Source: an optimization exercise on an open RTL-to-GDS flow (aim: small area, a short achievable clock period and few clock cycles per item). Production flows keep margins and buffers that such runs may drop. Only simulation tests tie the RTL to the original design; equivalence was not proved.

// muldiv_sequencer
module muldiv_sequencer #(
  parameter bit FAST_SPECIAL = 1'b1,
  parameter int XLEN         = 64
) (
  input  logic        clk_i,
  input  logic        rst_i,
  input  logic        start_i,
  input  logic [2:0]  funct3_i,
  input  logic        word_i,
  input  logic [63:0] op1_i,
  input  logic [63:0] op2_i,
  input  logic        kill_i,
  output logic        stall_o,
  output logic        busy_o,
  output logic        done_o,
  output logic [63:0] result_o
);
For scale: about 7400 cells after synthesis, about 310 flip-flops, about 200 I/O pins.
clock: 10.0 ns
lec_check: 0
cap_margin: 20
core_margin: 2
core_utilization: 40
setup_slack_margin: 5
slew_margin: 20
tns_end_percent: 5
run.sh (not shown) runs the stock make flow with config.mk's settings and CLKGATE_MAP_FILE= SYNTH_SCRIPT=/design/flow/synth_recipe.tcl, a recipe that flattens the netlist after the stock synthesis.
Testbench counts at the start, summed over its fixed seeds: cycles 11,560, items 1,600.
Change:
--- a/flow/design.v
+++ b/flow/design.v
@@ -119,19 +119,19 @@
     b_signed  = is_div_in ? ~op_in[0] : ((op_in == 3'b000) | (op_in == 3'b001));
     a_x       = word_i ? {{33{a_signed & op1_i[31]}}, op1_i[31:0]} : {a_signed & op1_i[63], op1_i};
     b_x       = word_i ? {{33{b_signed & op2_i[31]}}, op2_i[31:0]} : {b_signed & op2_i[63], op2_i};
     an_in     = is_div_in & a_x[64];
     bn_in     = is_div_in & b_x[64];
     ncls_a    = len_class(op1_i, word_i, a_signed);
     ncls_b    = len_class(op2_i, word_i, b_signed);
     swap      = ~is_div_in & (ncls_a < ncls_b);
     ncls_m    = swap ? ncls_a : ncls_b;
-    m_x       = swap ? a_x : b_x;
+    m_x       = swap ? a_x : (b_x ^ {65{bn_in}});
     c_x       = swap ? b_x : (a_x ^ {65{an_in}});
     ad_x      = a_x[63:0] ^ {64{an_in}};    
     bd_x      = b_x[63:0] ^ {64{bn_in}};
   end
   function automatic logic [145:0] csa(input logic [72:0] x, input logic [72:0] y, input logic [72:0] z);
     logic [72:0] s, c;
     s = x ^ y ^ z;
     c = (x & y) | (x & z) | (y & z);
     csa = {s, c[71:0], 1'b0};
@@ -213,26 +213,26 @@
   logic [6:0]  za, zb;
   logic [6:0]  dsh;
   logic [66:0] bsh;
   always_comb begin
     an    = an_q;
     bn    = bn_q;
     ax    = a_q[63:0];
     araw  = a_q[63:0] ^ {64{an}};
     bx    = lo_q;
-    bzero = (lo_q == 64'd0);
+    bzero = (lo_q == 64'd0) & ~bn;
     za    = za_q;
     zb    = zb_q;
     apow  = apow_q;
     dlen  = {1'b0, zb} - {1'b0, za} + {7'd0, apow};
     dneg  = dlen[7];
     dsh   = dlen[6:0] | 7'd1;
-    bsh   = ({{3{bn}}, lo_q} << dsh) ^ {67{~bn}};
+    bsh   = ~(({3'b000, lo_q} << dsh) | ~({67{1'b1}} << dsh) & {67{bn}});
   end
   always_ff @(posedge clk_i or negedge rst_i) begin
     if (!rst_i) begin
       lo_q   <= '0;
       word_q <= 1'b0;
       hi32_q <= 1'b0;
     end else begin
       if (accept) begin
         lo_q   <= m_x[63:0];
Result: The changed run ran to the end with no violations. First-iteration DRC count fell by 0.91%. Final area grows by 2.5%. Core utilization drops by 0.21 points. Worst setup slack gets worse by 0.0073 ns.
Testbench counts after the change, summed over its fixed seeds: cycles 11,560, items 1,600.

--- another note on this design; it stands on its own ---

## job 6854
==> flow/design.v (excerpt) <==
module muldiv_sequencer #(
  parameter bit FAST_SPECIAL = 1'b1,
  parameter int XLEN         = 64
) (
  input  logic        clk_i,
  input  logic        rst_i,
  input  logic        start_i,
  input  logic [2:0]  funct3_i,
  input  logic        word_i,
  input  logic [63:0] op1_i,
  input  logic [63:0] op2_i,
  input  logic        kill_i,
  output logic        stall_o,
  output logic        busy_o,
  output logic        done_o,
  output logic [63:0] result_o
);
  localparam logic [2:0] S_IDLE = 3'd0, S_MUL = 3'd1, S_FIN = 3'd2, S_DPREP = 3'd3,
                         S_DIV = 3'd4, S_DNEG = 3'd5, S_DONE = 3'd6;
  logic [2:0]  state_q, state_d;
  logic [5:0]  cnt_q;         
  logic        last_q;        
  logic [1:0]  ncls_q;        
  logic        mulh_q;        
  logic        rem_q;         
  logic        dsgn_q;        
  logic        an_q;          
  logic        bn_q;          
  logic [6:0]  za_q, zb_q;
  logic        apow_q;        
  logic        dnegr_q;       
  logic        word_q;        
  logic        hi32_q;        
  logic        skip_q;        
  logic        msign_q;       
  logic [3:0]  bone_q, btwo_q, bneg_q;   
  logic [66:0] a_q;           
  logic        cin_q;         
  logic [64:0] hs_q;          
  logic [64:0] hc_q;          
  logic [63:0] lo_q;          
  logic idle, accept;
  assign idle   = (state_q == S_IDLE);
  assign accept = idle & start_i & ~kill_i;
  function automatic logic [11:0] booth4(input logic [8:0] bb);   
    logic [3:0] one, two, neg;
    for (int j = 0; j < 4; j++) begin
      one[j] = bb[2*j+1] ^ bb[2*j];
  ...
Size: ~7,400 cells after synthesis, roughly 310 flip-flops, about 200 I/O pins.
clock: 10.0 ns
lec_check: 0
cap_margin: 20
core_margin: 2
core_utilization: 40
place_density: 0.68
setup_slack_margin: 5
slew_margin: 20
tns_end_percent: 5
run.sh (not shown) runs the stock make flow with config.mk's settings and CLKGATE_MAP_FILE= SYNTH_SCRIPT=/design/flow/synth_recipe.tcl, a recipe that flattens the netlist after the stock synthesis.
Testbench counts of job 6854, summed over its fixed seeds: cycles 11,560, items 1,600.
Input-level comparison between job 6840 and job 6854:
# job 6854
export LEC_CHECK = 0
export CAP_MARGIN = 20
export CORE_MARGIN = 2
export CORE_UTILIZATION = 40
export PLACE_DENSITY = 0.68
export SETUP_SLACK_MARGIN = 5
export SLEW_MARGIN = 20
export TNS_END_PERCENT = 5
create_clock -name core_clock -period 10.0 [get_ports {clk_i}]
# job 6840
export LEC_CHECK = 0
export ABC_AREA = 1
export CAP_MARGIN = 20
export CORE_MARGIN = 2
export CORE_UTILIZATION = 40
export SETUP_SLACK_MARGIN = 5
export SLEW_MARGIN = 20
export TNS_END_PERCENT = 5
create_clock -name core_clock -period 10.0 [get_ports {clk_i}]
Findings:
Job 6840: full flow OK, the timing, DRC and antenna checks passed
Between job 6840 and job 6854, it is job 6840 whose final area is higher, by about 2.3%.
Job 6854 → job 6840: wire length of the first global-routing pass grew by about 13%, worst setup slack before clock tree synthesis grew by 0.031 ns.

port drivers added, routing unchanged:
In the flow no input, the clock included, has a driving cell. The finished layouts below were timed again as built, in two steps. Step 1: set_driving_cell puts a clkbuf_16 on clk_i and a buf_2 on each other input, an assumption about the parent block. Step 2 times the ports against the registers' clock, not the clock port: input delays grow and output delays shrink by t, the midpoint of the rising clock arrivals with the driver on. Three values: ideal, step 1, step 2; two values: the first two.
run | shift t [ns] | slack for setup (ns) | hold WS [ns] | slew at the worst register clock pin (ns) | pins driven straight from the clock port
the first run of note 1 | 0.783 | 4.613 / 4.613 / 3.933 | 0.461 / 0.461 / 0.461 | 0.08 / 0.08 | 1
the second run of note 1 | 0.766 | 4.606 / 4.606 / 4.076 | 0.455 / 0.455 / 0.455 | 0.08 / 0.08 | 1
job 6854 | 0.734 | 4.450 / 4.450 / 3.872 | 0.467 / 0.467 / 0.467 | 0.07 / 0.07 | 1
job 6840 | 0.754 | 4.567 / 4.567 / 4.098 | 0.480 / 0.480 / 0.480 | 0.08 / 0.08 | 1
After both steps every run listed still meets setup and hold. The setup slack of the first run of note 1, which loses most, moves by 0.000 ns with the drivers and by -0.680 ns with both steps.
